Source: an optimization exercise on an open RTL-to-GDS flow (aim: small area, a short achievable clock period and few clock cycles per item). Production flows keep margins and buffers that such runs may drop. The RTL was checked by simulation tests, not by an equivalence proof against the original design.

## flow/design.v (module list and top-level ports; edited modules follow where they fit)
// module fpu_pipe_wrap: 165 lines
// module fpu_mul24_cs: 1117 lines
module fpu_pipe_wrap #(
  parameter int TAG_W = 4
) (
  input  logic             clk,
  input  logic             rst,
  input  logic             in_valid,
  output logic             in_ready,
  input  logic [1:0]       in_opcode,
  input  logic             in_fmt,
  input  logic [31:0]      in_x,
  input  logic [31:0]      in_y,
  input  logic [TAG_W-1:0] in_tag,
  output logic             out_valid,
  input  logic             out_ready,
  output logic [31:0]      out_r,
  output logic [TAG_W-1:0] out_tag
);
  // ...
==> flow/flow/run.sh <==
#!/bin/bash
# Own layout flow: the standard ORFS flow (standard.sh) with two changes.
# 1. Synthesis maps with ABC for area: flow/abc_area.script (map -a, no upsizing)
#    replaces ORFS's area script, which ABC_AREA=1 selects. Registers and every other
#    synthesis step are as in the standard flow.
# 2. Stronger timing repair: the clock and the SDC are the design's; only the resizer's
#    setup target is raised (SETUP_SLACK_MARGIN), so repair_timing works on the longest
#    paths until their slack is that far above zero, and the ports get buf_2 buffers.
# Every tool's output goes to a log file in this folder.
set -e
cp -r "$FLOW_HOME/scripts" ./scripts_local
cp flow/abc_area.script scripts_local/abc_area.script
cat scripts_local/abc_area.script > abc_script.log
export SCRIPTS_DIR="$PWD/scripts_local"
export SETUP_SLACK_MARGIN=18.8
export TNS_END_PERCENT=10
export BUFFER_PORTS_ARGS="-buffer_cell sky130_fd_sc_hd__buf_2"
bash standard.sh > standard_flow.log 2>&1
==> flow/flow/abc_area.script <==
strash
dch
map -a
topo
stime -c
buffer -c
dnsize -c
==> flow/standard.sh <==
#!/bin/bash
# synth_recipe.tcl (not shown) runs the flow's synth.tcl, then flattens the netlist and writes it again
# the make line also repeats each setting of config.mk as NAME=value (left out here)
make -C /OpenROAD-flow-scripts/flow DESIGN_CONFIG=/design/flow/config.mk WORK_HOME=/design/flow/orfs CLKGATE_MAP_FILE= SYNTH_SCRIPT=/design/flow/synth_recipe.tcl "${@:-finish}"
==> flow/config.mk <==
export PLATFORM = sky130hd
export DESIGN_NAME = fpu_pipe_wrap
export DESIGN_NICKNAME = fpu_pipe_wrap
export VERILOG_FILES = /design/flow/design.v
export SDC_FILE = /design/flow/constraint.sdc
export NUM_CORES = 4
export LEC_CHECK = 0
export ABC_AREA = 1
export CAP_MARGIN = 0
export CORE_MARGIN = 2
export CORE_UTILIZATION = 55
export PLACE_DENSITY = 0.75
export SLEW_MARGIN = 0
==> flow/constraint.sdc <==
create_clock -name core_clock -period 32.0 [get_ports {clk}]
set_input_delay 6.4000 -clock core_clock [delete_from_list [all_inputs] [get_ports {clk}]]
set_output_delay 6.4000 -clock core_clock [all_outputs]
set_load 0.01 [all_outputs]
==> results.py, run 1 <==
metrics = {
    "floorplanning": {
        "ioPinCount": 113,
    },
    "min_path": {
        "hold_path.class": "reg -> reg",
    },
    "cells_and_area": {
        "top_register": "q_r",
        "multi_input_cells": 2775,
        "clk_share": 0.00506,
        "final_cell_mix": "nand2_1, inv_1, nor2_1, fa_1, o21ai_0",
        "sh_seq_area": 0.0474,
        "n_all_inverters": 723,
        "nNetsFinal": 4545,
    },
    "setup_path": {
        "reg2reg_from": "v",
        "worstPathMaxFanout": 2,
        "crit_path_end": "in_ready",
        "reg2reg_slack_ps": 30520,
        "cp_num_cells": 4,
        "critPathBufInv": 3,
    },
    "timing": {
        "setup_violations": 0,
        "slew_headroom": 0.0991,
        "max_freq_mhz": 76.0,
        "fin_setup_tns_ps": 0,
        "clock_skew_ps": 2.86,
    },
    "place": {
        "hpwl_um": 67700,
        "place_area_sq_um": 27500,
    },
    "status": {
        "status": "finished clean",
    },
    "logic_synthesis": {
        "synth_top_area_frac": 0.371,
        "synth_area_per_cell_sq_um": 7.17,
        "syn_inst": 3691,
        "synth_edf_count": 45,
        "synth-seq-area-share": 0.0518,
    },
    "clock_network": {
        "cts_buffer_depth": 2,
        "postCtsSetupBuffers": 8,
    },
    "drt": {
        "drt-initial-drc-count": 2651,
        "dr_total_vias": 25900,
    },
}
Testbench counts, summed over its fixed seeds: cycles 32,008, items 32,000.
==> run 2: changes to the inputs <==
==> flow/flow/run.sh (replaced) <==
#!/bin/bash
# Own layout flow: the standard ORFS flow (standard.sh) with two changes.
# 1. Synthesis maps with ABC for area only (map -a instead of map -B 0.9 in the area
#    script that ABC_AREA=1 selects); registers and everything else in synthesis are as
#    in the standard flow.
# 2. Stronger timing repair: the clock and the SDC are the design's; only the resizer's
#    setup target is raised (SETUP_SLACK_MARGIN), so repair_timing works on the longest
#    paths until their slack is that far above zero, and the ports get buf_2 buffers.
# Every tool's output goes to a log file in this folder.
set -e
cp -r "$FLOW_HOME/scripts" ./scripts_local
printf 'strash\ndch\nmap -a\ntopo\nstime -c\nbuffer -c\nupsize -c\ndnsize -c\n' > scripts_local/abc_area.script
cat scripts_local/abc_area.script > abc_script.log
export SCRIPTS_DIR="$PWD/scripts_local"
export SETUP_SLACK_MARGIN=18.8
export TNS_END_PERCENT=10
export BUFFER_PORTS_ARGS="-buffer_cell sky130_fd_sc_hd__buf_2"
bash standard.sh > standard_flow.log 2>&1
--- a/flow/config.mk
+++ b/flow/config.mk
@@ -6,8 +6,8 @@
 export NUM_CORES = 4
 export LEC_CHECK = 0
 export ABC_AREA = 1
-export CAP_MARGIN = 0
+export CAP_MARGIN = 20
 export CORE_MARGIN = 2
 export CORE_UTILIZATION = 55
 export PLACE_DENSITY = 0.75
-export SLEW_MARGIN = 0
+export SLEW_MARGIN = 20
removed: flow/flow/abc_area.script
==> run 2 against run 1 <==
Fmax shrank 0.14%; critical endpoint unchanged; non-clock buffer count shrank 9; final area is essentially flat; clock skew grew 2.4 ps; register-to-register slack lost 20 ps; critical path depth is the same; global-route usage grew 0.050 points; critical path type unchanged; highest routed layer is now met5; first-iteration DRC count shrank 10%.
==> results.py, run 2 <==
metrics = {
    "status": {
        "status": "finished clean",
    },
    "floorplanning": {
        "rows": 81,
        "die_width_um": 225,
        "dieHeight_um": 225,
        "core-area_sq_um": 48600,
        "floorplan.initialDensity": 0.554,
        "ioPinCount": 113,
        "die-area_sq_um": 50800,
    },
    "drt": {
        "dr_total_vias": 25700,
        "wl_met2_um": 41900,
        "routed.top_layer": "met5",
        "wire_per_inst_um": 20.9,
        "drt-initial-drc-count": 2381,
        "firstDrtPassIters": 8,
        "routed_wl_um": 91500,
        "via_per_inst": 5.86,
        "ant_nets": 0,
        "dr_wl_met3_um": 10500,
        "wl_met1_um": 33800,
        "drcViolationCount": 0,
    },
    "cells_and_area": {
        "final_cell_mix": "nand2_1, inv_1, nor2_1, fa_1, ha_1",
        "nNetsFinal": 4531,
        "final_common_cell": "nand2_1",
        "drive_above_1_share": 0.0952,
        "top_register": "q_r",
        "syn_to_final_growth_pct": 7.40,
        "largest_register_ffs": 28,
        "n_antenna_cell": 0,
        "final_cells": 4382,
        "top_regs": "q_r (28), q_e (10), q_tag (4)",
    },
    "setup_path": {
        "reg2reg_from": "v",
        "crit_chain": "buf_2 > inv_1 > a21oi_1 > buf_2",
        "cp-start-kind": "input port",
        "max_stage_delay_ps": 140,
        "crit_type": "in -> out",
        "crit_arrival_ps": 6780,
        "worstPathMaxFanout": 2,
        "slowest_stage": "buf_2",
        "reg2reg_slack_ps": 30500,
        "cpMostUsedCell": "buf_2",
        "r2r-end": "q_s",
        "rr_worst_depth": 1,
        "setup.worst_path.end_class": "output port",
        "cp_data_required_time_ps": 25600,
    },
    "timing": {
        "clock_skew_ps": 5.26,
        "fin_crit_ps": 13180,
        "fin_setup_tns_ps": 0,
        "finalHoldViolCount": 0,
        "max_freq_mhz": 75.9,
        "drv_slew": 0,
        "worst_slew_pin_slew_ps": 1070,
        "min_period_over_period": 0.412,
        "setup_violations": 0,
        "rsz0062_at_grt": "yes",
        "slew_headroom": 0.286,
    },
    "clock_network": {
        "cts_buffer_depth": 2,
        "insertion_delay_ps": 290,
        "clk_pin_slew_ps": 60,
        "htreeDepth": 2,
        "numCtsBuffers": 5,
        "cts_tree": "built",
        "clock_sinks": 46,
        "holdBufCountCts": 0,
        "cts-root-buf": "clkbuf_16",
    },
    "logic_synthesis": {
        "synth_most_common_cell": "nand2_1",
        "synth-seq-area-share": 0.0509,
        "synthArstFlopShare": 0,
        "synth_area_per_cell_sq_um": 7.30,
        "synth-seq-cells": 46,
        "netlist_area_sq_um": 26900,
        "synth_edf_count": 45,
        "synthDistinctLibCells": 76,
        "synth_top_area_frac": 0.364,
        "syn_inst": 3691,
        "synth_flop_cell": "edfxtp_1",
        "syn_nets": 4463,
        "synth.area.top_cells": "fa_1, nand2_1, ha_1",
        "yosysTopAreaCell": "fa_1",
        "yosysWarnings": 6,
        "synthTopCellsByCount": "nand2_1, inv_1, nor2_1",
    },
    "place": {
        "hpwl_um": 69600,
        "place_congestion": 0.973,
        "port_buffers": 112,
        "placedCellCount": 4300,
    },
    "global_route": {
        "grt_pass1_wl_um": 140000,
        "grt_usage": 0.362,
        "grt_antenna_before_repair": 1,
        "grt_pass1_vias": 25600,
        "grt_max_degree": 50,
        "grt_overflow": 0,
    },
    "min_path": {
        "hold_path.class": "reg -> reg",
        "whs_endpoint": "v",
        "holdCritStartpoint": "v",
        "whs_path_depth": 2,
    },
    "run": {
        "drv_cap": 0,
    },
}
[run 2: changes by cell type after synthesis, sizes merged]
cell / change
inv: +4
clkbuf: -18
buf: +18
clkinv: -4
[run 2: cell families (layout without fill, tap and decap cells)]
group                    after synthesis  count (layout)  synth area share
multiplexers                           6               6           0.00223
AO/OA/AOI/OAI                        612             613             0.132
flip-flops                            46              46            0.0509
buffers and inverters                873             940             0.126
XOR/XNOR                              41              41            0.0136
AND/OR/NAND/NOR                     1416            1417             0.215
adder cells (fa/ha/maj)              697             697             0.460
[run 2: metrics by stage]
stage	utilization	setup WS [ps]	hold slack, ps	instance area [sq um]
after floorplan	-	18960	1500	26900
after global placement	0.572	17250	1260	27800
after detailed placement	0.572	17140	1270	27800
after CTS	0.579	18620	1280	28200
after global routing	0.595	18610	1350	28900
final	0.595	18820	1250	28900
[run 2: worst max-delay path by stage]
stage	from	endpoint	slack [ps]	cells after the start
after detailed placement	in_x[23]	q_r[25]	17140	40
after global placement	in_x[23]	q_r[25]	17250	40
after global routing	in_x[27]	q_r[26]	18610	50
after CTS	in_x[13]	q_r[23]	18620	26
final	out_ready	in_ready	18820	4
after floorplan	out_ready	in_ready	18960	2
[run 2: cell type report]
class | count | area (sq um)
fill | 4594 | 19700
clock buffer | 6 | 129
tap | 622 | 778
timing repair buffer | 213 | 1470
inverter | 718 | 2800
clock inverter | 2 | 13.8
multi-input combinational | 2774 | 22400
timing repair inverter | 1 | 7.51
sequential | 46 | 1370
[run 2: timing repair]
item,CTS,global route
buffers inserted,10,59
setup endpoints to repair,23,20
cloned,2,3
pin swaps,1,12
gates resized for setup,34,84
[run 2: layer usage]
layer	up-vias	GRT usage
met3	374	0.0874
li1	11600	-
met5	-	0.00391
met4	4	0.167
met2	1501	0.599
met1	12200	0.447
[run 2: critical path: cells and delay by family]
family	cells	cell delay, ps
buf+inv	3	250
compound gates	1	120
==> run 3: changes to the inputs <==
--- a/flow/flow/run.sh
+++ b/flow/flow/run.sh
@@ -12,7 +12,7 @@
 printf 'strash\ndch\nmap -a\ntopo\nstime -c\nbuffer -c\nupsize -c\ndnsize -c\n' > scripts_local/abc_area.script
 cat scripts_local/abc_area.script > abc_script.log
 export SCRIPTS_DIR="$PWD/scripts_local"
-export SETUP_SLACK_MARGIN=18.8
+export SETUP_SLACK_MARGIN=18.5
 export TNS_END_PERCENT=10
 export BUFFER_PORTS_ARGS="-buffer_cell sky130_fd_sc_hd__buf_2"
 bash standard.sh > standard_flow.log 2>&1
--- a/flow/config.mk
+++ b/flow/config.mk
@@ -9,5 +9,4 @@
 export CAP_MARGIN = 20
 export CORE_MARGIN = 2
 export CORE_UTILIZATION = 55
-export PLACE_DENSITY = 0.75
 export SLEW_MARGIN = 20
==> run 3 against run 2 <==
Still clean on timing, DRC and antenna; clock skew shrank 1.6 ps; sequential share of layout area is essentially flat; core utilization shrank 0.051 points; final cell count is essentially flat; clock-buffer cell count shrank 1; non-clock buffer count shrank 7; first-iteration DRC count shrank 7.0%; final area is essentially flat; highest routed layer is now met4.
==> results.py, run 3 <==
metrics = {
    "floorplanning": {
        "die_width_um": 225,
        "rows": 81,
        "floorplan.initialDensity": 0.554,
        "dieHeight_um": 225,
        "die-area_sq_um": 50800,
        "ioPinCount": 113,
        "core-area_sq_um": 48600,
    },
    "setup_path": {
        "rr_worst_depth": 1,
        "setup.worst_path.end_class": "flop",
        "crit_arrival_ps": 13240,
        "reg2reg_slack_ps": 30810,
        "reg2reg_from": "v",
        "crit_type": "in -> reg",
        "cp_data_required_time_ps": 32020,
        "worstPathMaxFanout": 18,
        "r2r-end": "q_e[6]",
        "cp-start-kind": "input port",
    },
    "drt": {
        "via_per_inst": 5.93,
        "wire_per_inst_um": 21.8,
        "wl_met2_um": 45700,
        "routed_wl_um": 95400,
        "routed.top_layer": "met4",
        "drcViolationCount": 0,
        "ant_nets": 0,
        "wl_met1_um": 35700,
        "dr_total_vias": 26000,
        "firstDrtPassIters": 6,
        "dr_wl_met3_um": 8650,
        "drt-initial-drc-count": 2215,
    },
    "logic_synthesis": {
        "yosysWarnings": 6,
        "synth_flop_cell": "edfxtp_1",
        "synth_area_per_cell_sq_um": 7.30,
        "syn_nets": 4463,
        "netlist_area_sq_um": 26900,
        "syn_inst": 3691,
        "synth-seq-cells": 46,
        "synth_top_area_frac": 0.364,
        "synthDistinctLibCells": 76,
        "yosysTopAreaCell": "fa_1",
        "synthArstFlopShare": 0,
        "synthTopCellsByCount": "nand2_1, inv_1, nor2_1",
        "synth.area.top_cells": "fa_1, nand2_1, ha_1",
        "synth_edf_count": 45,
        "synth-seq-area-share": 0.0509,
        "synth_most_common_cell": "nand2_1",
    },
    "clock_network": {
        "holdBufCountCts": 0,
        "numCtsBuffers": 5,
        "clock_sinks": 46,
        "cts_buffer_depth": 2,
        "clk_pin_slew_ps": 70,
        "cts-root-buf": "clkbuf_16",
        "cts_tree": "built",
        "insertion_delay_ps": 290,
        "htreeDepth": 2,
    },
    "timing": {
        "min_period_over_period": 0.413,
        "rsz0062_at_grt": "yes",
        "drv_slew": 0,
        "worst_slew_pin_slew_ps": 943,
        "fin_crit_ps": 13220,
        "setup_violations": 0,
        "fin_setup_tns_ps": 0,
        "finalHoldViolCount": 0,
        "slew_headroom": 0.355,
        "holdWs_ps": 959,
        "clock_skew_ps": 3.66,
        "max_freq_mhz": 75.7,
    },
    "cells_and_area": {
        "top_regs": "q_r (28), q_e (10), q_tag (4)",
        "top_register": "q_r",
        "seq_area_sq_um": 1370,
        "multi_input_area_sq_um": 22400,
        "largest_register_ffs": 28,
        "nNetsFinal": 4527,
        "syn_to_final_growth_pct": 7.31,
        "fin_util": 0.594,
        "drive_above_1_share": 0.0932,
        "final_cell_mix": "nand2_1, inv_1, nor2_1, fa_1, ha_1",
        "fillCellCount": 4639,
        "final_common_cell": "nand2_1",
        "finalInstanceArea_sq_um": 28900,
        "n_antenna_cell": 0,
    },
    "global_route": {
        "grt_antenna_before_repair": 0,
        "grt_max_degree": 50,
        "grt_overflow": 0,
        "grt_pass1_vias": 26100,
        "grt_usage": 0.378,
        "grt_pass1_wl_um": 146000,
    },
    "min_path": {
        "hold_path.class": "reg -> reg",
        "holdCritStartpoint": "v",
        "whs_endpoint": "v",
        "whs_path_depth": 2,
    },
    "place": {
        "hpwl_um": 73700,
        "place_area_sq_um": 27900,
        "port_buffers": 112,
        "place_congestion": 1.02,
    },
    "run": {
        "drv_cap": 0,
    },
    "status": {
        "status": "finished clean",
    },
}
[run 3: cell counts after synthesis]
Identical to the previous run, type by type.
[run 3: layout make-up]
cell class              instances  area share
clock inverters                 3     0.00165
inverters                     718      0.0959
clock buffers                   5     0.00433
multi-input cells            2776       0.775
well taps                     622      0.0269
flip-flops and latches         46      0.0474
repair inverters                2    0.000433
repair buffers                206      0.0479
[run 3: kinds of logic (layout without fill, tap and decap cells)]
family | Yosys count | count (layout) | share of synthesized area
xor+xnor | 41 | 41 | 0.0136
buf+inv | 873 | 934 | 0.126
mux | 6 | 6 | 0.00223
simple gates | 1416 | 1419 | 0.215
fa+ha+maj | 697 | 697 | 0.460
compound gates | 612 | 613 | 0.132
flops | 46 | 46 | 0.0509
[run 3: worst max-delay path, stage by stage]
cell	delay, ps
clkbuf_4	440
clkinvlp_4	430
nor2_1	250
fa_1	440
inv_1	80
fa_1	400
inv_1	80
fa_1	460
fa_1	500
fa_1	400
fa_1	510
fa_1	540
ha_1	380
a21oi_1	220
o21ai_0	110
a21oi_1	160
inv_1	90
a21oi_1	200
inv_1	80
a21oi_1	260
inv_1	140
nand3_1	80
o2111ai_1	160
xor2_2	300
o22ai_1	110
[run 3: repair_timing]
action / 4_1_cts / 5_1_grt
buffers inserted: 5 / 51
gates resized for setup: 29 / 65
endpoints found under the setup margin: 17 / 14
cloned: 3 / 4
pin swaps: 2 / 10
[run 3: layer usage]
metal  vias to the layer above  track usage
li1                      11600            -
met5                         -            0
met1                     12700        0.467
met4                         0        0.173
met3                       325       0.0617
met2                      1394        0.649
[run 3: worst max-delay path by stage]
stage,startpoint,end,cells after the start
2_1_floorplan,out_ready,in_ready,2
3_3_place_gp,in_x[23],q_r[25],42
3_5_place_dp,in_x[23],q_r[25],42
4_1_cts,in_x[22],q_r[23],25
5_1_grt,in_y[16],q_r[26],44
6_report,in_x[22],q_r[23],25
[run 3: stage by stage]
stage | setup slack (ps) | std cells
after floorplan | 18960 | 3691
after global placement | 17340 | 4307
after detailed placement | 17230 | 4307
after CTS | 18460 | 4323
after global routing | 18470 | 4378
final | 18780 | 4378
==> run 4: changes to the inputs <==
--- a/flow/config.mk
+++ b/flow/config.mk
@@ -9,4 +9,5 @@
 export CAP_MARGIN = 20
 export CORE_MARGIN = 2
 export CORE_UTILIZATION = 55
+export PLACE_DENSITY = 0.75
 export SLEW_MARGIN = 20
==> run 4 against run 3 <==
Critical endpoint unchanged; register-to-register slack worse by 300 ps; global-route usage down 1.7 points; clock-buffer cell count up 1; final area down 1.8%; largest cell class unchanged; setup slack worse by 94 ps; area after synthesis unchanged; still clean on timing, DRC and antenna.
==> results.py, run 4 <==
metrics = {
    "cells_and_area": {
        "final_cell_mix": "nand2_1, inv_1, nor2_1, fa_1",
        "seq_area_sq_um": 1370,
        "top_register": "q_r",
        "final_cells": 4336,
        "final_common_cell": "nand2_1",
        "multi_input_area_sq_um": 22300,
        "fin_util": 0.583,
        "finalInstanceArea_sq_um": 28400,
        "largest_register_ffs": 28,
        "top_regs": "q_r (28), q_e (10), q_tag (4)",
        "n_antenna_cell": 0,
        "nNetsFinal": 4485,
        "fillCellCount": 4681,
        "drive_above_1_share": 0.0794,
        "syn_to_final_growth_pct": 5.35,
    },
    "timing": {
        "slew_headroom": 0.297,
        "max_freq_mhz": 75.1,
        "setup_slack_ps": 18690,
        "worst_slew_pin_slew_ps": 1050,
        "clock_skew_ps": 5.83,
        "fin_crit_ps": 13310,
        "fin_setup_tns_ps": 0,
        "rsz0062_at_grt": "yes",
        "drv_slew": 0,
        "min_period_over_period": 0.416,
        "finalHoldViolCount": 0,
        "holdWs_ps": 1240,
        "setup_violations": 0,
    },
    "logic_synthesis": {
        "synth-seq-cells": 46,
        "synth_top_area_frac": 0.364,
        "synthTopCellsByCount": "nand2_1, inv_1, nor2_1",
        "synth_area_per_cell_sq_um": 7.30,
        "synth-seq-area-share": 0.0509,
        "yosysTopAreaCell": "fa_1",
        "synth_most_common_cell": "nand2_1",
        "syn_nets": 4463,
        "synth_flop_cell": "edfxtp_1",
        "synth_edf_count": 45,
        "synthDistinctLibCells": 76,
        "yosysWarnings": 6,
        "syn_inst": 3691,
        "synth.area.top_cells": "fa_1, nand2_1, ha_1",
        "netlist_area_sq_um": 26900,
        "synthArstFlopShare": 0,
    },
    "drt": {
        "wire_per_inst_um": 20.9,
        "dr_total_vias": 25500,
        "ant_nets": 0,
        "via_per_inst": 5.88,
        "firstDrtPassIters": 6,
        "routed_wl_um": 90700,
        "drcViolationCount": 0,
        "drt-initial-drc-count": 2367,
    },
    "global_route": {
        "grt_max_degree": 84,
        "grt_pass1_wl_um": 140000,
        "grt_use_met1": 0.447,
        "use_met2": 0.597,
        "grt_antenna_before_repair": 1,
        "grt.met3_usage": 0.0853,
        "grt_pass1_vias": 25500,
        "busiest_layer": "met2",
        "grt_usage": 0.360,
        "grt_overflow": 0,
    },
    "setup_path": {
        "worstPathMaxFanout": 16,
        "cp_data_required_time_ps": 32030,
        "slowest_stage": "fa_1",
        "cp-start-kind": "input port",
        "crit_type": "in -> reg",
        "max_stage_delay_ps": 550,
        "critPathBufInv": 6,
        "setup.worst_path.end_class": "flop",
        "cpMostUsedCell": "fa_1",
        "crit_arrival_ps": 13340,
        "crit_family": "adder cells",
    },
    "floorplanning": {
        "die_width_um": 225,
        "rows": 81,
        "floorplan.initialDensity": 0.554,
        "core-area_sq_um": 48600,
        "die-area_sq_um": 50800,
        "dieHeight_um": 225,
        "ioPinCount": 113,
    },
    "run": {
        "drv_cap": 0,
    },
    "clock_network": {
        "clock_sinks": 46,
        "numCtsBuffers": 5,
        "cts_buffer_depth": 2,
        "clk_pin_slew_ps": 70,
        "cts-root-buf": "clkbuf_16",
        "insertion_delay_ps": 290,
        "cts_tree": "built",
        "htreeDepth": 2,
    },
    "place": {
        "placedCellCount": 4300,
        "port_buffers": 112,
        "place_area_sq_um": 27800,
        "pre_cts_slack_ps": 17140,
        "hpwl_um": 69600,
        "place_congestion": 0.973,
    },
    "min_path": {
        "hold_path.class": "reg -> reg",
    },
    "status": {
        "status": "finished clean",
    },
}
## run 4: cell types whose count changed in the layout (fill, tap and decap cells not counted), sizes merged, moves of 3 or more
cell,delta
clkbuf,-4
clkinvlp,-8
clkinv,+3
nand3,-3
buf,-33
inv,+4
## run 4: worst paths after layout
path	from	endpoint	slack (ps)	cells past startpoint
setup / recovery	in_x[19]	q_r[23]	18690	25
setup reg to reg	v	q_s	30510	1
hold / removal	v	v	1240	2
hold reg to reg	v	v	1240	2
## run 4: logic make-up after synthesis
group	after synthesis	share of synthesized area
AOI/OAI and AO/OA	612	0.132
buffers and inverters	873	0.126
and+or+nand+nor	1416	0.215
muxes	6	0.00223
DFF	46	0.0509
xor gates and xnor gates	41	0.0136
adders and majority gates	697	0.460
## run 4: repair_timing
item / 4_1_cts / 5_1_grt
hold endpoints to repair: 0 / 0
pin swaps: 1 / 6
buffers inserted: 2 / 23
gates cloned: 1 / 2
hold buffers: 0 / 0
endpoints found under the setup margin: 16 / 18
gates resized for setup: 15 / 42
## run 4: layer usage
layer / vias up / wire, um / share of wire
li1: 11500 / - / -
met1: 12100 / 33500 / 0.37
met2: 1511 / 41500 / 0.46
met3: 396 / 10300 / 0.11
met4: 2 / 5230 / 0.058
met5: - / 13 / 0.00014
## run 4: final cells by class
class                   instances  share of cell area
clock buffers                   6             0.00454
clock inverters                 2            0.000485
inverters                     718              0.0966
multi-input cells            2773               0.786
flip-flops and latches         46              0.0483
well taps                     622              0.0274
repair buffers                168              0.0368
repair inverters                1            0.000176
==> run 5: changes to the inputs <==
--- a/flow/config.mk
+++ b/flow/config.mk
@@ -9,5 +9,5 @@
 export CAP_MARGIN = 20
 export CORE_MARGIN = 2
 export CORE_UTILIZATION = 55
-export PLACE_DENSITY = 0.75
+export PLACE_DENSITY = 0.85
 export SLEW_MARGIN = 20
==> run 5 against run 4 <==
Sequential share of layout area hardly changed; routed wire length is 0.76% lower; sequential cell count did not move; final area up 0.96%; synthesized cell count is the same; highest routed layer is now met4.
==> results.py, run 5 <==
metrics = {
    "logic_synthesis": {
        "yosysWarnings": 6,
        "yosysTopAreaCell": "fa_1",
        "synth_flop_cell": "edfxtp_1",
        "synthDistinctLibCells": 76,
        "syn_inst": 3691,
        "synth-seq-cells": 46,
        "syn_nets": 4463,
        "synth_top_area_frac": 0.364,
        "synth_area_per_cell_sq_um": 7.30,
        "synth.area.top_cells": "fa_1, nand2_1, ha_1",
        "synth_most_common_cell": "nand2_1",
        "synth-seq-area-share": 0.0509,
        "synth_edf_count": 45,
        "synthArstFlopShare": 0,
        "synthTopCellsByCount": "nand2_1, inv_1, nor2_1",
        "netlist_area_sq_um": 26900,
    },
    "cells_and_area": {
        "syn_to_final_growth_pct": 6.36,
        "fillCellCount": 4382,
        "largest_register_ffs": 28,
        "drive_above_1_share": 0.0871,
        "finalInstanceArea_sq_um": 28600,
        "final_common_cell": "nand2_1",
        "top_register": "q_r",
        "final_cell_mix": "nand2_1, inv_1, nor2_1, fa_1, ha_1",
        "top_regs": "q_r (28), q_e (10), q_tag (4)",
        "final_cells": 4356,
        "nNetsFinal": 4504,
    },
    "setup_path": {
        "cp_data_required_time_ps": 32010,
        "cp-start-kind": "input port",
        "crit_family": "adder cells",
        "worstPathMaxFanout": 14,
        "cpMostUsedCell": "fa_1",
        "critPathBufInv": 5,
        "crit_type": "in -> reg",
        "crit_chain": "buf_2 > clkinvlp_4 > nor2_1 > fa_1 > fa_1 > fa_1 > fa_1 > fa_1 > fa_1 > fa_1 > ha_1 > a21oi_1 > o21ai_0 > a21oi_1 > inv_1 > a21oi_1 > inv_1 > a21oi_1 > inv_1 > nand3_1 > o2111ai_1 > xor2_1 > o22ai_1",
        "max_stage_delay_ps": 530,
        "setup.worst_path.end_class": "flop",
        "crit_arrival_ps": 13310,
        "slowest_stage": "fa_1",
    },
    "timing": {
        "finalHoldViolCount": 0,
        "fin_crit_ps": 13300,
        "drv_slew": 0,
        "clock_skew_ps": 3.90,
        "worst_slew_pin_slew_ps": 1040,
        "slew_headroom": 0.304,
        "fin_setup_tns_ps": 0,
        "rsz0062_at_grt": "yes",
        "setup_violations": 0,
        "max_freq_mhz": 75.2,
        "holdWs_ps": 1240,
        "min_period_over_period": 0.416,
    },
    "clock_network": {
        "holdBufCountCts": 0,
        "clk_pin_slew_ps": 60,
        "numCtsBuffers": 5,
        "cts_buffer_depth": 2,
        "insertion_delay_ps": 290,
        "clock_sinks": 46,
        "htreeDepth": 2,
        "cts-root-buf": "clkbuf_16",
        "cts_tree": "built",
    },
    "floorplanning": {
        "dieHeight_um": 225,
        "rows": 81,
        "die-area_sq_um": 50800,
        "die_width_um": 225,
        "core-area_sq_um": 48600,
        "ioPinCount": 113,
        "floorplan.initialDensity": 0.554,
    },
    "global_route": {
        "grt_pass1_vias": 26300,
        "grt_usage": 0.357,
        "grt_overflow": 0,
        "grt_antenna_before_repair": 1,
        "grt_max_degree": 83,
        "grt_pass1_wl_um": 140000,
    },
    "drt": {
        "wire_per_inst_um": 20.7,
        "ant_nets": 0,
        "firstDrtPassIters": 7,
        "routed_wl_um": 90000,
        "via_per_inst": 6.02,
        "dr_total_vias": 26200,
        "drcViolationCount": 0,
        "drt-initial-drc-count": 2938,
    },
    "place": {
        "place_congestion": 1.05,
        "place_area_sq_um": 27800,
        "port_buffers": 112,
        "placedCellCount": 4299,
        "hpwl_um": 68600,
    },
    "run": {
        "drv_cap": 0,
    },
    "status": {
        "status": "finished clean",
    },
    "min_path": {
        "hold_path.class": "reg -> reg",
    },
}
[run 5: changes by cell type in the layout (fill, tap and decap cells not counted), moves of 3 or more]
| cell | before | now |
|---|---|---|
| buf_2 | 104 | 93 |
| inv_1 | 673 | 668 |
| clkinvlp_4 | 9 | 14 |
| buf_4 | 56 | 75 |
| clkbuf_4 | 5 | 14 |
| o21ai_0 | 173 | 170 |
[run 5: cell type report]
cell class | instances | area, sq um | share of cell area
multi-input combinational | 2774 | 22400 | 0.781
inverter | 718 | 2760 | 0.0964
sequential | 46 | 1370 | 0.0479
timing repair buffer | 186 | 1210 | 0.0423
tap | 622 | 778 | 0.0272
clock buffer | 6 | 129 | 0.00450
clock inverter | 2 | 8.76 | 0.000306
timing repair inverter | 1 | 7.51 | 0.000262
antenna | 1 | 2.50 | 0.0000874
[run 5: what timing repair did]
action                                  4_1_cts  5_1_grt
setup buffers                                 3       41
endpoints found under the setup margin       14       19
gates resized for setup                      18       77
endpoints found under the hold margin         0        0
cloned                                        1        3
pin swaps                                     1        9
[run 5: path summary, 6_finish.rpt]
path	slack, ps	startpoint	end	cells past startpoint
worst min-delay path	1240	v	v	2
worst max register to register	30520	v	q_r[4]	1
worst min register to register	1240	v	v	2
worst max-delay path	18700	in_x[14]	q_r[23]	23
[run 5: kinds of logic (layout without fill, tap and decap cells)]
group | Yosys count | count (layout) | synth area share
multiplexers | 6 | 6 | 0.00223
other | 0 | 1 | 0
AND/OR/NAND/NOR | 1416 | 1417 | 0.215
adder cells (fa/ha/maj) | 697 | 697 | 0.460
AO/OA/AOI/OAI | 612 | 613 | 0.132
XOR/XNOR | 41 | 41 | 0.0136
flip-flops | 46 | 46 | 0.0509
buffers and inverters | 873 | 913 | 0.126
[run 5: stage by stage]
stage / util / setup slack [ps]
6_report: 0.589 / 18700
2_1_floorplan: - / 18960
3_3_place_gp: 0.571 / 17540
5_1_grt: 0.589 / 18420
3_5_place_dp: 0.571 / 17290
4_1_cts: 0.576 / 18460
[run 5: layer usage]
metal	vias up	wire length (um)	global-route usage
met5	-	0	0
met3	523	12100	0.103
met2	1888	39800	0.571
met1	12300	31300	0.431
li1	11500	-	-
met4	0	6780	0.203
==> run 6: changes to the inputs <==
--- a/flow/flow/run.sh
+++ b/flow/flow/run.sh
@@ -13,6 +13,6 @@
 cat scripts_local/abc_area.script > abc_script.log
 export SCRIPTS_DIR="$PWD/scripts_local"
 export SETUP_SLACK_MARGIN=18.5
-export TNS_END_PERCENT=10
+export TNS_END_PERCENT=0
 export BUFFER_PORTS_ARGS="-buffer_cell sky130_fd_sc_hd__buf_2"
 bash standard.sh > standard_flow.log 2>&1
--- a/flow/config.mk
+++ b/flow/config.mk
@@ -9,5 +9,5 @@
 export CAP_MARGIN = 20
 export CORE_MARGIN = 2
 export CORE_UTILIZATION = 55
-export PLACE_DENSITY = 0.85
+export PLACE_DENSITY = 0.75
 export SLEW_MARGIN = 20
==> run 6 against run 5 <==
Still clean; sequential share of layout area is essentially flat; first-iteration DRC count shrank 19%; worst hold slack gained 1.8 ps; register-to-register slack is essentially flat; synthesized cell count is the same; final area shrank 0.95%; critical path depth grew 2; clock-buffer cell count is the same; routed wire length grew 0.77%; via count shrank 2.8%; critical path type unchanged.
==> results.py, run 6 <==
metrics = {
    "drt": {
        "drt-initial-drc-count": 2367,
        "drcViolationCount": 0,
        "routed_wl_um": 90700,
        "via_per_inst": 5.88,
        "firstDrtPassIters": 6,
        "wire_per_inst_um": 20.9,
        "dr_total_vias": 25500,
        "ant_nets": 0,
    },
    "place": {
        "port_buffers": 112,
        "place_congestion": 0.973,
        "hpwl_um": 69600,
        "pre_cts_slack_ps": 17140,
    },
    "timing": {
        "fin_crit_ps": 13310,
        "finalHoldViolCount": 0,
        "worst_slew_pin_slew_ps": 1050,
        "slew_headroom": 0.297,
        "fin_setup_tns_ps": 0,
        "clock_skew_ps": 5.83,
        "setup_slack_ps": 18690,
        "drv_slew": 0,
        "max_freq_mhz": 75.1,
        "setup_violations": 0,
        "rsz0062_at_grt": "yes",
        "min_period_over_period": 0.416,
    },
    "cells_and_area": {
        "final_common_cell": "nand2_1",
        "top_regs": "q_r (28), q_e (10), q_tag (4)",
        "fin_util": 0.583,
        "largest_register_ffs": 28,
        "nNetsFinal": 4485,
        "drive_above_1_share": 0.0794,
        "syn_to_final_growth_pct": 5.35,
        "final_cell_mix": "nand2_1, inv_1, nor2_1, fa_1",
        "top_register": "q_r",
        "fillCellCount": 4681,
        "n_antenna_cell": 0,
    },
    "logic_synthesis": {
        "synthTopCellsByCount": "nand2_1, inv_1, nor2_1",
        "synth_flop_cell": "edfxtp_1",
        "synthDistinctLibCells": 76,
        "synthArstFlopShare": 0,
        "syn_nets": 4463,
        "synth_area_per_cell_sq_um": 7.30,
        "synth_most_common_cell": "nand2_1",
        "synth_top_area_frac": 0.364,
        "netlist_area_sq_um": 26900,
        "yosysWarnings": 6,
        "synth.area.top_cells": "fa_1, nand2_1, ha_1",
        "syn_inst": 3691,
        "synth-seq-area-share": 0.0509,
        "synth_edf_count": 45,
        "yosysTopAreaCell": "fa_1",
        "synth-seq-cells": 46,
    },
    "setup_path": {
        "cpMostUsedCell": "fa_1",
        "critPathBufInv": 6,
        "slowest_stage": "fa_1",
        "reg2reg_slack_ps": 30510,
        "crit_family": "adder cells",
        "crit_type": "in -> reg",
        "cp-start-kind": "input port",
        "cp_data_required_time_ps": 32030,
        "setup.worst_path.end_class": "flop",
        "max_stage_delay_ps": 550,
        "crit_arrival_ps": 13340,
        "worstPathMaxFanout": 16,
    },
    "clock_network": {
        "numCtsBuffers": 5,
        "cts_tree": "built",
        "insertion_delay_ps": 290,
        "cts_buffer_depth": 2,
        "cts-root-buf": "clkbuf_16",
        "htreeDepth": 2,
        "clk_pin_slew_ps": 70,
        "clock_sinks": 46,
        "holdBufCountCts": 0,
    },
    "global_route": {
        "grt_max_degree": 84,
        "grt_pass1_wl_um": 140000,
        "grt_overflow": 0,
        "grt_antenna_before_repair": 1,
        "grt_usage": 0.360,
        "grt_pass1_vias": 25500,
    },
    "floorplanning": {
        "core-area_sq_um": 48600,
        "floorplan.initialDensity": 0.554,
        "dieHeight_um": 225,
        "rows": 81,
        "die-area_sq_um": 50800,
        "die_width_um": 225,
        "ioPinCount": 113,
    },
    "run": {
        "drv_cap": 0,
    },
    "status": {
        "status": "finished clean",
    },
    "min_path": {
        "hold_path.class": "reg -> reg",
    },
}
==> run 6: cell counts after synthesis <==
No cell type changed its count.
==> run 6: area by class of cell <==
class | count | area (sq um) | share of cell area
inverter | 718 | 2740 | 0.0966
timing repair buffer | 168 | 1040 | 0.0368
clock buffer | 6 | 129 | 0.00454
sequential | 46 | 1370 | 0.0483
clock inverter | 2 | 13.8 | 0.000485
timing repair inverter | 1 | 5.00 | 0.000176
multi-input combinational | 2773 | 22300 | 0.786
tap | 622 | 778 | 0.0274
==> run 6: kinds of logic after synthesis <==
group,count (synthesis),share of synthesized area
AND/OR/NAND/NOR,1416,0.215
adder cells (fa/ha/maj),697,0.460
flip-flops,46,0.0509
multiplexers,6,0.00223
AO/OA/AOI/OAI,612,0.132
XOR/XNOR,41,0.0136
buffers and inverters,873,0.126
==> run 6: timing repair <==
item | in CTS | in global routing
cloned | 1 | 2
buffers inserted | 2 | 23
pin swaps | 1 | 6
gates resized for setup | 15 | 42
setup endpoints to repair | 16 | 18
==> run 6: final timing paths <==
kind	start	to	cells past startpoint
hold reg to reg	v	v	2
setup / recovery	in_x[19]	q_r[23]	25
hold / removal	v	v	2
setup reg to reg	v	q_s	1
==> run 6: metrics by stage <==
stage | instance area [sq um] | hold slack (ps) | cells
floorplan | 26900 | 1500 | 3691
finish | 28400 | 1240 | 4336
detailed placement | 27800 | 1270 | 4300
global route | 28400 | 1350 | 4336
CTS | 28000 | 1280 | 4311
global placement | 27800 | 1260 | 4300
==> run 6: per-layer routing <==
metal	global-route usage	vias up	wire (um)
met5	0.00391	-	13
met4	0.165	2	5230
met3	0.0853	396	10300
met2	0.597	1511	41500
met1	0.447	12100	33500
li1	-	11500	-
==> run 7: changes to the inputs <==
--- a/flow/flow/run.sh
+++ b/flow/flow/run.sh
@@ -12,7 +12,7 @@
 printf 'strash\ndch\nmap -a\ntopo\nstime -c\nbuffer -c\nupsize -c\ndnsize -c\n' > scripts_local/abc_area.script
 cat scripts_local/abc_area.script > abc_script.log
 export SCRIPTS_DIR="$PWD/scripts_local"
-export SETUP_SLACK_MARGIN=18.5
-export TNS_END_PERCENT=0
+export SETUP_SLACK_MARGIN=18.8
+export TNS_END_PERCENT=10
 export BUFFER_PORTS_ARGS="-buffer_cell sky130_fd_sc_hd__buf_2"
 bash standard.sh > standard_flow.log 2>&1
--- a/flow/config.mk
+++ b/flow/config.mk
@@ -9,5 +9,4 @@
 export CAP_MARGIN = 20
 export CORE_MARGIN = 2
 export CORE_UTILIZATION = 55
-export PLACE_DENSITY = 0.75
 export SLEW_MARGIN = 20
==> run 7 against run 6 <==
Still clean; via count up 2.6%; first-iteration DRC count down 9.8%; clock skew down 1.8 ps; register-to-register slack better by 280 ps; die area unchanged; critical endpoint is now in_ready.
==> results.py, run 7 <==
metrics = {
    "status": {
        "status": "finished clean",
    },
    "timing": {
        "finalHoldViolCount": 0,
        "fin_setup_tns_ps": 0,
        "holdWs_ps": 974,
        "slew_headroom": 0.359,
        "max_freq_mhz": 75.7,
        "drv_slew": 0,
        "min_period_over_period": 0.413,
        "fin_crit_ps": 13200,
        "rsz0062_at_grt": "yes",
        "setup_violations": 0,
        "worst_slew_pin_slew_ps": 937,
        "clock_skew_ps": 4.08,
    },
    "drt": {
        "drcViolationCount": 0,
        "ant_nets": 0,
        "routed_wl_um": 96300,
        "drt-initial-drc-count": 2136,
        "via_per_inst": 5.93,
        "dr_total_vias": 26200,
        "firstDrtPassIters": 9,
        "wire_per_inst_um": 21.8,
    },
    "logic_synthesis": {
        "synth_flop_cell": "edfxtp_1",
        "synth_most_common_cell": "nand2_1",
        "synth-compound-area-share": 0.132,
        "yosysWarnings": 6,
        "synth_edf_count": 45,
        "yosysTopAreaCell": "fa_1",
        "synth_top_family_by_area": "adder cells",
        "synthDistinctLibCells": 76,
        "synth-seq-area-share": 0.0509,
        "synth_mux_area_frac": 0.00223,
        "synthTopCellsByCount": "nand2_1, inv_1, nor2_1",
        "syn_nets": 4463,
        "yosys.area_share.simple": 0.215,
        "syn_inst": 3691,
        "synth_fa_ha_area_frac": 0.460,
        "synth.area.top_cells": "fa_1, nand2_1, ha_1",
        "synthArstFlopShare": 0,
        "synth_area_per_cell_sq_um": 7.30,
        "synth-seq-cells": 46,
        "netlist_area_sq_um": 26900,
        "synthXorXnorAreaFrac": 0.0136,
        "synth_top_area_frac": 0.364,
    },
    "cells_and_area": {
        "fillCellCount": 4577,
        "n_antenna_cell": 0,
        "nNetsFinal": 4562,
        "largest_register_ffs": 28,
        "drive_above_1_share": 0.109,
        "top_register": "q_r",
        "final_common_cell": "nand2_1",
        "syn_to_final_growth_pct": 9.41,
        "final_cell_mix": "nand2_1, inv_1, nor2_1, fa_1",
        "top_regs": "q_r (28), q_e (10), q_tag (4)",
    },
    "global_route": {
        "grt_antenna_before_repair": 0,
        "grt_pass1_wl_um": 146000,
        "grt_max_degree": 50,
        "grt_overflow": 0,
        "grt_usage": 0.379,
        "grt_pass1_vias": 26200,
    },
    "floorplanning": {
        "core-area_sq_um": 48600,
        "floorplan.initialDensity": 0.554,
        "ioPinCount": 113,
        "dieHeight_um": 225,
        "die_width_um": 225,
        "rows": 81,
        "die-area_sq_um": 50800,
    },
    "clock_network": {
        "holdBufCountCts": 0,
        "htreeDepth": 2,
        "numCtsBuffers": 5,
        "insertion_delay_ps": 290,
        "cts_tree": "built",
        "cts-root-buf": "clkbuf_16",
        "clock_sinks": 46,
        "clk_pin_slew_ps": 70,
        "cts_buffer_depth": 2,
    },
    "min_path": {
        "hold_path.class": "reg -> reg",
    },
    "setup_path": {
        "rr_worst_depth": 1,
        "cp-start-kind": "input port",
        "setup.worst_path.end_class": "output port",
        "reg2reg_slack_ps": 30790,
        "crit_type": "in -> out",
        "crit_start": "out_ready",
        "r2r-end": "q_e[6]",
        "reg2reg_from": "v",
        "crit_path_end": "in_ready",
        "worstPathMaxFanout": 2,
        "crit_arrival_ps": 6800,
        "cp_data_required_time_ps": 25600,
    },
    "place": {
        "hpwl_um": 73700,
        "place_congestion": 1.02,
        "port_buffers": 112,
    },
    "run": {
        "drv_cap": 0,
    },
}
run 7: worst min-delay path by stage:
stage,start,endpoint,slack (ps),cells after the start
finish,v,v,970,2
global route,v,v,1100,2
CTS,v,v,1300,2
detailed placement,v,v,1290,2
global placement,v,v,1240,2
floorplan,v,v,1500,2
run 7: logic make-up after synthesis:
| family | after synthesis |
|---|---|
| compound gates | 612 |
| xor+xnor | 41 |
| fa+ha+maj | 697 |
| buf+inv | 873 |
| flops | 46 |
| mux | 6 |
| simple gates | 1416 |
run 7: routing by layer:
| layer | up-vias | share of wire | track usage |
|---|---|---|---|
| met2 | 1421 | 0.48 | 0.653 |
| met3 | 342 | 0.094 | 0.0627 |
| met1 | 12700 | 0.37 | 0.467 |
| li1 | 11700 | - | - |
| met4 | 0 | 0.053 | 0.173 |
| met5 | - | 0 | 0 |
run 7: critical path, cell delays in order:
cell,delay [ps]
buf_2,90
inv_1,110
a21oi_2,70
buf_2,130
run 7: timing repair:
item	in CTS	in global routing
pin swaps	3	21
endpoints found under the setup margin	21	15
gates resized for setup	39	141
gates cloned	3	6
setup buffers	16	73
run 7: area by class of cell:
class	instances	area (sq um)	area share
Clock inverter	3	47.5	0.00161
Tap cell	622	778	0.0264
Sequential cell	46	1370	0.0465
Clock buffer	5	125	0.00425
Inverter	718	2800	0.0950
Timing Repair inverter	2	12.5	0.000425
Multi-Input combinational cell	2778	22600	0.767
Timing Repair Buffer	239	1730	0.0586
run 7: per-stage QoR:
step / cells / cell area, sq um / utilization / setup slack, ps
after floorplan: 3691 / 26900 / - / 18960
final: 4413 / 29500 / 0.606 / 18800
after global routing: 4413 / 29500 / 0.606 / 18670
after CTS: 4334 / 28300 / 0.583 / 18670
after global placement: 4307 / 27900 / 0.573 / 17340
after detailed placement: 4307 / 27900 / 0.573 / 17230
==> run 8: changes to the inputs <==
==> flow/flow/run.sh (replaced) <==
#!/bin/bash
# Own layout flow: the standard ORFS flow (standard.sh) with these changes.
# 1. Synthesis: before the fine step's quick ABC pass, full adders are extracted as the
#    RTL writes them (extract_fa -fa), so that pass cannot flip their polarity and leave
#    inverters between them; the later adder step then runs as usual. ABC maps for area
#    with flow/abc_area.script (map -a, no upsizing), which replaces ORFS's area script
#    (ABC_AREA=1 selects it). Registers and every other synthesis step are as in the
#    standard flow.
# 2. Stronger timing repair: the clock and the SDC are the design's; only the resizer's
#    setup target is raised (SETUP_SLACK_MARGIN), so repair_timing works on the longest
#    paths until their slack is that far above zero, and the ports get buf_2 buffers.
# Every tool's output goes to a log file in this folder (ORFS's own logs under orfs/logs).
set -e
cp -r "$FLOW_HOME/scripts" ./scripts_local
cp flow/abc_area.script scripts_local/abc_area.script
old='  synth -top $::env(DESIGN_NAME) -run fine: {*}$synth_full_args'
grep -qxF "$old" scripts_local/synth.tcl
awk -v old="$old" '
  $0 == old {
    print "  synth -top $::env(DESIGN_NAME) -run fine: -noabc {*}$synth_full_args"
    print "  extract_fa -fa"
    print "  abc -fast"
    print "  opt -fast"
    next
  }
  { print }' scripts_local/synth.tcl > scripts_local/synth.tcl.new
mv scripts_local/synth.tcl.new scripts_local/synth.tcl
grep -qxF "  extract_fa -fa" scripts_local/synth.tcl
diff "$FLOW_HOME/scripts/synth.tcl" scripts_local/synth.tcl > synth_tcl_patch.log || true
cat scripts_local/abc_area.script > abc_script.log
export SCRIPTS_DIR="$PWD/scripts_local"
export SETUP_SLACK_MARGIN=18.6
export TNS_END_PERCENT=10
export BUFFER_PORTS_ARGS="-buffer_cell sky130_fd_sc_hd__buf_2"
bash standard.sh > standard_flow.log 2>&1
==> flow/flow/abc_area.script (new file) <==
strash
dch
map -a
topo
stime -c
buffer -c
dnsize -c
--- a/flow/config.mk
+++ b/flow/config.mk
@@ -9,4 +9,5 @@
 export CAP_MARGIN = 20
 export CORE_MARGIN = 2
 export CORE_UTILIZATION = 55
+export PLACE_DENSITY = 0.75
 export SLEW_MARGIN = 20
==> run 8 against run 7 <==
Still clean; area after synthesis fell by 7.2%; sequential cell count did not move; critical path depth did not move; sequential share of layout area rose by 0.45 points; fmax rose by 0.20%; clock skew fell by 1.3 ps; die area fell by 7.0%; non-clock buffer count fell by 49; first-iteration DRC count rose by 21%.
==> results.py, run 8 <==
metrics = {
    "timing": {
        "drv_slew": 0,
        "worst_slew_pin_slew_ps": 1180,
        "clock_skew_ps": 2.73,
        "fin_setup_tns_ps": 0,
        "slew_headroom": 0.211,
        "max_freq_mhz": 75.9,
        "setup_violations": 0,
        "rsz0062_at_grt": "yes",
        "min_period_over_period": 0.412,
        "finalHoldViolCount": 0,
        "fin_crit_ps": 13180,
    },
    "global_route": {
        "grt_usage": 0.392,
        "grt_overflow": 0,
        "grt_max_degree": 64,
        "grt_antenna_before_repair": 1,
        "grt_pass1_wl_um": 141000,
        "grt_pass1_vias": 25100,
    },
    "place": {
        "placedCellCount": 3917,
        "hpwl_um": 70300,
        "place_area_sq_um": 26100,
        "place_congestion": 1.02,
        "port_buffers": 112,
    },
    "setup_path": {
        "cp-start-kind": "input port",
        "reg2reg_slack_ps": 30820,
        "crit_type": "in -> out",
        "crit_start": "out_ready",
        "setup.worst_path.end_class": "output port",
        "crit_arrival_ps": 6780,
        "rr_worst_depth": 2,
        "crit_path_end": "in_ready",
        "worstPathMaxFanout": 2,
        "cp_data_required_time_ps": 25600,
        "reg2reg_from": "v",
        "r2r-end": "q_zero",
    },
    "run": {
        "drv_cap": 0,
    },
    "drt": {
        "routed_wl_um": 92600,
        "dr_total_vias": 24700,
        "drcViolationCount": 0,
        "drt-initial-drc-count": 2581,
        "ant_nets": 0,
        "via_per_inst": 6.25,
        "wire_per_inst_um": 23.4,
        "firstDrtPassIters": 7,
    },
    "status": {
        "status": "finished clean",
    },
    "logic_synthesis": {
        "synth-seq-cells": 46,
        "synth.area.top_cells": "fa_1, nor2_1, ha_1",
        "synthDistinctLibCells": 52,
        "yosysWarnings": 6,
        "syn_nets": 4082,
        "synth_edf_count": 45,
        "synth-seq-area-share": 0.0548,
        "synth_area_per_cell_sq_um": 7.55,
        "synth_flop_cell": "edfxtp_1",
        "syn_inst": 3313,
        "yosysTopAreaCell": "fa_1",
        "synth_most_common_cell": "nor2_1",
        "netlist_area_sq_um": 25000,
        "synth_top_area_frac": 0.392,
        "synthArstFlopShare": 0,
        "synthTopCellsByCount": "nor2_1, fa_1, nand2_1",
    },
    "cells_and_area": {
        "syn_to_final_growth_pct": 7.53,
        "top_regs": "q_r (28), q_e (10), q_tag (4)",
        "final_common_cell": "nor2_1",
        "multi_input_area_sq_um": 22000,
        "nNetsFinal": 4124,
        "largest_register_ffs": 28,
        "n_antenna_cell": 0,
        "fillCellCount": 4155,
        "final_cells": 3956,
        "final_cell_mix": "nor2_1, fa_1, nand2_1, inv_1, o21ai_0",
        "seq_area_sq_um": 1370,
        "drive_above_1_share": 0.0763,
        "top_register": "q_r",
        "finalInstanceArea_sq_um": 26900,
    },
    "clock_network": {
        "clk_pin_slew_ps": 60,
        "holdBufCountCts": 0,
        "cts-root-buf": "clkbuf_16",
        "htreeDepth": 2,
        "insertion_delay_ps": 290,
        "cts_buffer_depth": 2,
        "clock_sinks": 46,
        "numCtsBuffers": 5,
        "cts_tree": "built",
    },
    "floorplanning": {
        "core-area_sq_um": 45100,
        "dieHeight_um": 217,
        "die-area_sq_um": 47200,
        "ioPinCount": 113,
        "rows": 78,
        "floorplan.initialDensity": 0.555,
        "die_width_um": 217,
    },
    "min_path": {
        "hold_path.class": "reg -> reg",
    },
}
[run 8: critical path: stages]
cell and delay [ps]:
buf_2 70, inv_1 40, a21oi_1 120, buf_2 140
[run 8: repair_timing]
| item | 4_1_cts | 5_1_grt |
|---|---|---|
| pin swaps | 0 | 12 |
| endpoints found under the setup margin | 42 | 43 |
| gates resized for setup | 23 | 59 |
| buffers inserted | 1 | 20 |
| endpoints found under the hold margin | 0 | 0 |
| cloned | 3 | 5 |
[run 8: metrics by stage]
| step | setup slack, ps | hold WS (ps) | util |
|---|---|---|---|
| after floorplan | 18960 | 1500 | - |
| after global placement | 17570 | 1240 | 0.579 |
| after detailed placement | 17400 | 1280 | 0.579 |
| after CTS | 18560 | 1290 | 0.585 |
| after global routing | 18500 | 804 | 0.596 |
| final | 18820 | 745 | 0.596 |
[run 8: kinds of logic after synthesis]
family / Yosys count / synth area share
and+or+nand+nor: 1425 / 0.224
adders and majority gates: 694 / 0.494
AOI/OAI and AO/OA: 597 / 0.132
buffers and inverters: 496 / 0.0752
xor gates and xnor gates: 52 / 0.0182
DFF: 46 / 0.0548
muxes: 3 / 0.00120
[run 8: how the worst min path moves through the flow]
stage	startpoint	to	slack, ps	depth (start not counted)
floorplan	v	v	1500	2
global placement	v	v	1240	2
detailed placement	v	v	1280	2
CTS	v	v	1290	2
global route	v	v	800	2
finish	v	v	740	2
[run 8: layer usage]
metal  vias up  global-route usage  share of wire
met5         -                   0              0
met4         0               0.225          0.070
met3       452               0.110           0.12
met2      1708               0.630           0.45
met1     11800               0.474           0.36
li1      10700                   -              -
[run 8: area by class of cell]
type,count,area share
clock inverter,3,0.00163
sequential,46,0.0510
multi-input combinational,2773,0.820
clock buffer,5,0.00465
inverter,336,0.0482
timing repair inverter,3,0.000558
tap,600,0.0279
timing repair buffer,190,0.0463
==> run 9: changes to the inputs <==
--- a/flow/config.mk
+++ b/flow/config.mk
@@ -8,6 +8,6 @@
 export ABC_AREA = 1
 export CAP_MARGIN = 20
 export CORE_MARGIN = 2
-export CORE_UTILIZATION = 55
+export CORE_UTILIZATION = 62
 export PLACE_DENSITY = 0.75
 export SLEW_MARGIN = 20
==> run 9 against run 8 <==
Still clean; sequential share of layout area hardly changed; via count is 2.7% higher; clock-buffer cell count did not move; register-to-register slack worse by 170 ps; final cell count decreased by 1.6%; global-route usage increased by 5.0 points.
==> results.py, run 9 <==
metrics = {
    "timing": {
        "max_freq_mhz": 75.7,
        "worst_slew_pin_slew_ps": 957,
        "fin_setup_tns_ps": 0,
        "fin_crit_ps": 13210,
        "finalHoldViolCount": 0,
        "setup_violations": 0,
        "min_period_over_period": 0.413,
        "drv_slew": 0,
        "rsz0062_at_grt": "yes",
        "clock_skew_ps": 14.0,
        "slew_headroom": 0.361,
    },
    "setup_path": {
        "crit_type": "in -> reg",
        "cp_data_required_time_ps": 32020,
        "crit_chain": "buf_2 > clkinvlp_4 > buf_4 > nor2_1 > fa_1 > fa_1 > fa_1 > fa_1 > fa_1 > fa_1 > fa_1 > ha_1 > inv_1 > nor3_1 > a221o_1 > a31oi_1 > inv_1 > a21oi_2 > inv_1 > a21oi_1 > inv_1 > a31oi_1 > xor2_1 > o21ai_0",
        "max_stage_delay_ps": 620,
        "crit_arrival_ps": 13230,
        "slowest_stage": "fa_1",
        "cpMostUsedCell": "fa_1",
        "crit_family": "adder cells",
        "setup.worst_path.end_class": "flop",
        "critPathBufInv": 7,
        "worstPathMaxFanout": 15,
        "cp-start-kind": "input port",
    },
    "drt": {
        "ant_nets": 0,
        "dr_total_vias": 25400,
        "dr_wl_met3_um": 11500,
        "firstDrtPassIters": 8,
        "wl_met1_um": 32200,
        "routed.top_layer": "met4",
        "drt-initial-drc-count": 3175,
        "wire_per_inst_um": 23.9,
        "wl_met2_um": 42200,
        "via_per_inst": 6.52,
        "drcViolationCount": 0,
        "routed_wl_um": 93100,
    },
    "place": {
        "port_buffers": 112,
        "hpwl_um": 69700,
        "place_area_sq_um": 26000,
        "place_congestion": 1.02,
    },
    "floorplanning": {
        "floorplan.initialDensity": 0.629,
        "rows": 73,
        "core-area_sq_um": 39700,
        "die-area_sq_um": 42000,
        "ioPinCount": 113,
        "die_width_um": 205,
        "dieHeight_um": 205,
    },
    "logic_synthesis": {
        "netlist_area_sq_um": 25000,
        "synth_edf_count": 45,
        "synthTopCellsByCount": "nor2_1, fa_1, nand2_1",
        "synth_most_common_cell": "nor2_1",
        "synth_flop_cell": "edfxtp_1",
        "yosysTopAreaCell": "fa_1",
        "synth-seq-cells": 46,
        "syn_inst": 3313,
        "synthArstFlopShare": 0,
        "synth_area_per_cell_sq_um": 7.55,
        "synth-seq-area-share": 0.0548,
        "syn_nets": 4082,
        "synthDistinctLibCells": 52,
        "synth_top_area_frac": 0.392,
        "synth.area.top_cells": "fa_1, nor2_1, ha_1",
        "yosysWarnings": 6,
    },
    "clock_network": {
        "insertion_delay_ps": 300,
        "clk_pin_slew_ps": 60,
        "clock_sinks": 46,
        "htreeDepth": 2,
        "cts_tree": "built",
        "holdBufCountCts": 0,
        "cts_buffer_depth": 2,
        "numCtsBuffers": 5,
        "cts-root-buf": "clkbuf_16",
    },
    "cells_and_area": {
        "multi_input_area_sq_um": 22100,
        "nNetsFinal": 4136,
        "top_register": "q_r",
        "final_common_cell": "nor2_1",
        "fillCellCount": 3416,
        "drive_above_1_share": 0.0831,
        "seq_area_sq_um": 1370,
        "top_regs": "q_r (28), q_e (10), q_tag (4)",
        "largest_register_ffs": 28,
        "finalInstanceArea_sq_um": 26800,
        "syn_to_final_growth_pct": 7.30,
        "final_cell_mix": "nor2_1, fa_1, nand2_1, inv_1, o21ai_0",
        "fin_util": 0.675,
    },
    "min_path": {
        "hold_path.class": "reg -> reg",
    },
    "global_route": {
        "grt_pass1_vias": 25700,
        "grt_usage": 0.441,
        "grt_overflow": 0,
        "grt_antenna_before_repair": 1,
        "grt_pass1_wl_um": 141000,
        "grt_max_degree": 44,
    },
    "run": {
        "drv_cap": 0,
    },
    "status": {
        "status": "finished clean",
    },
}
==> run 9: cell count changes in the layout (fill, tap and decap cells not counted), moves of 3 or more <==
cell	change
clkinvlp_4	+10
buf_4	+8
clkinvlp_2	+8
inv_1	-7
nor2_2	+4
buf_2	+3
clkbuf_4	-3
nor2_1	-3
o22ai_1	-3
o22ai_2	+3
==> run 9: path summary, 6_finish.rpt <==
path             end      from  slack [ps]  depth (start not counted)
max          q_r[21]  in_x[15]       18790                         24
min                v         v         610                          2
max reg2reg   q_e[2]         v       30650                          2
min reg2reg        v         v         610                          2
==> run 9: per-stage QoR <==
stage | hold WS, ps | instances | setup slack [ps]
floorplan | 1500 | 3313 | 18960
global placement | 603 | 3837 | 17330
detailed placement | 617 | 3837 | 17240
CTS | 628 | 3855 | 18600
global route | 675 | 3894 | 18470
finish | 613 | 3894 | 18790
==> run 9: cell families after synthesis <==
logic type,Yosys count,share of synthesized area
AO/OA/AOI/OAI,597,0.132
XOR/XNOR,52,0.0182
adder cells (fa/ha/maj),694,0.494
buffers and inverters,496,0.0752
flip-flops,46,0.0548
multiplexers,3,0.00120
AND/OR/NAND/NOR,1425,0.224
==> run 9: layout make-up <==
class | count | area share
multi-input combinational | 2774 | 0.822
sequential | 46 | 0.0511
inverter | 336 | 0.0494
timing repair buffer | 193 | 0.0451
tap | 525 | 0.0245
clock buffer | 5 | 0.00466
timing repair inverter | 11 | 0.00205
clock inverter | 3 | 0.000886
antenna | 1 | 0.0000933
==> run 9: repair_timing <==
action / in CTS / in global routing
gates cloned: 7 / 9
pin swaps: 2 / 9
gates resized for setup: 28 / 61
endpoints found under the setup margin: 39 / 45
buffers inserted: 3 / 29
==> run 9: worst reg2reg max path, delay by kind of cell (launching register included) <==
kind / cells / cell delay [ps]
buf+inv: 1 / 470
flops: 1 / 330
simple gates: 1 / 160
==> run 9: metal layers <==
layer | up-vias | track usage
met3 | 541 | 0.105
met5 | - | 0
met4 | 0 | 0.275
met2 | 2035 | 0.716
li1 | 10700 | -
met1 | 12100 | 0.532

separate check: timing with driven ports:
No port has a modelled driver above. Below, the same layouts with a new extraction and two added sets of constraints.
Step 1, drivers: a clkbuf_16 drives clk and a buf_2 each remaining input, both assumed.
Step 2 adds t to the input delays and takes it off the output delays; t is the mean of the earliest and latest rising clock arrival at the registers after step 1. Input paths then give back, and output paths get back, about the clock's delay inside the block.
a / b / c = no drivers / after step 1 / after step 2; a / b = the first two.
| run | t, ns | setup WS [ns] | slew at the worst register clock pin (ns) |
|---|---|---|---|
| run 1 | 0.333 | 18.839 / 18.819 / 18.725 | 0.06 / 0.06 |
| run 2 | 0.330 | 18.820 / 18.799 / 18.611 | 0.07 / 0.07 |
| run 3 | 0.332 | 18.783 / 18.774 / 18.463 | 0.07 / 0.07 |
| run 4 | 0.333 | 18.689 / 18.709 / 18.377 | 0.07 / 0.07 |
| run 5 | 0.326 | 18.701 / 18.716 / 18.391 | 0.06 / 0.06 |
| run 6 | 0.333 | 18.689 / 18.709 / 18.377 | 0.07 / 0.07 |
| run 7 | 0.329 | 18.795 / 18.777 / 18.664 | 0.07 / 0.07 |
| run 8 | 0.333 | 18.822 / 18.798 / 18.516 | 0.07 / 0.07 |
| run 9 | 0.329 | 18.789 / 18.806 / 18.480 | 0.08 / 0.08 |
After both steps setup and hold are still met in every run listed. For run 3, which loses most, drivers alone change the setup slack by -0.009 ns; drivers and shift together by -0.320 ns.
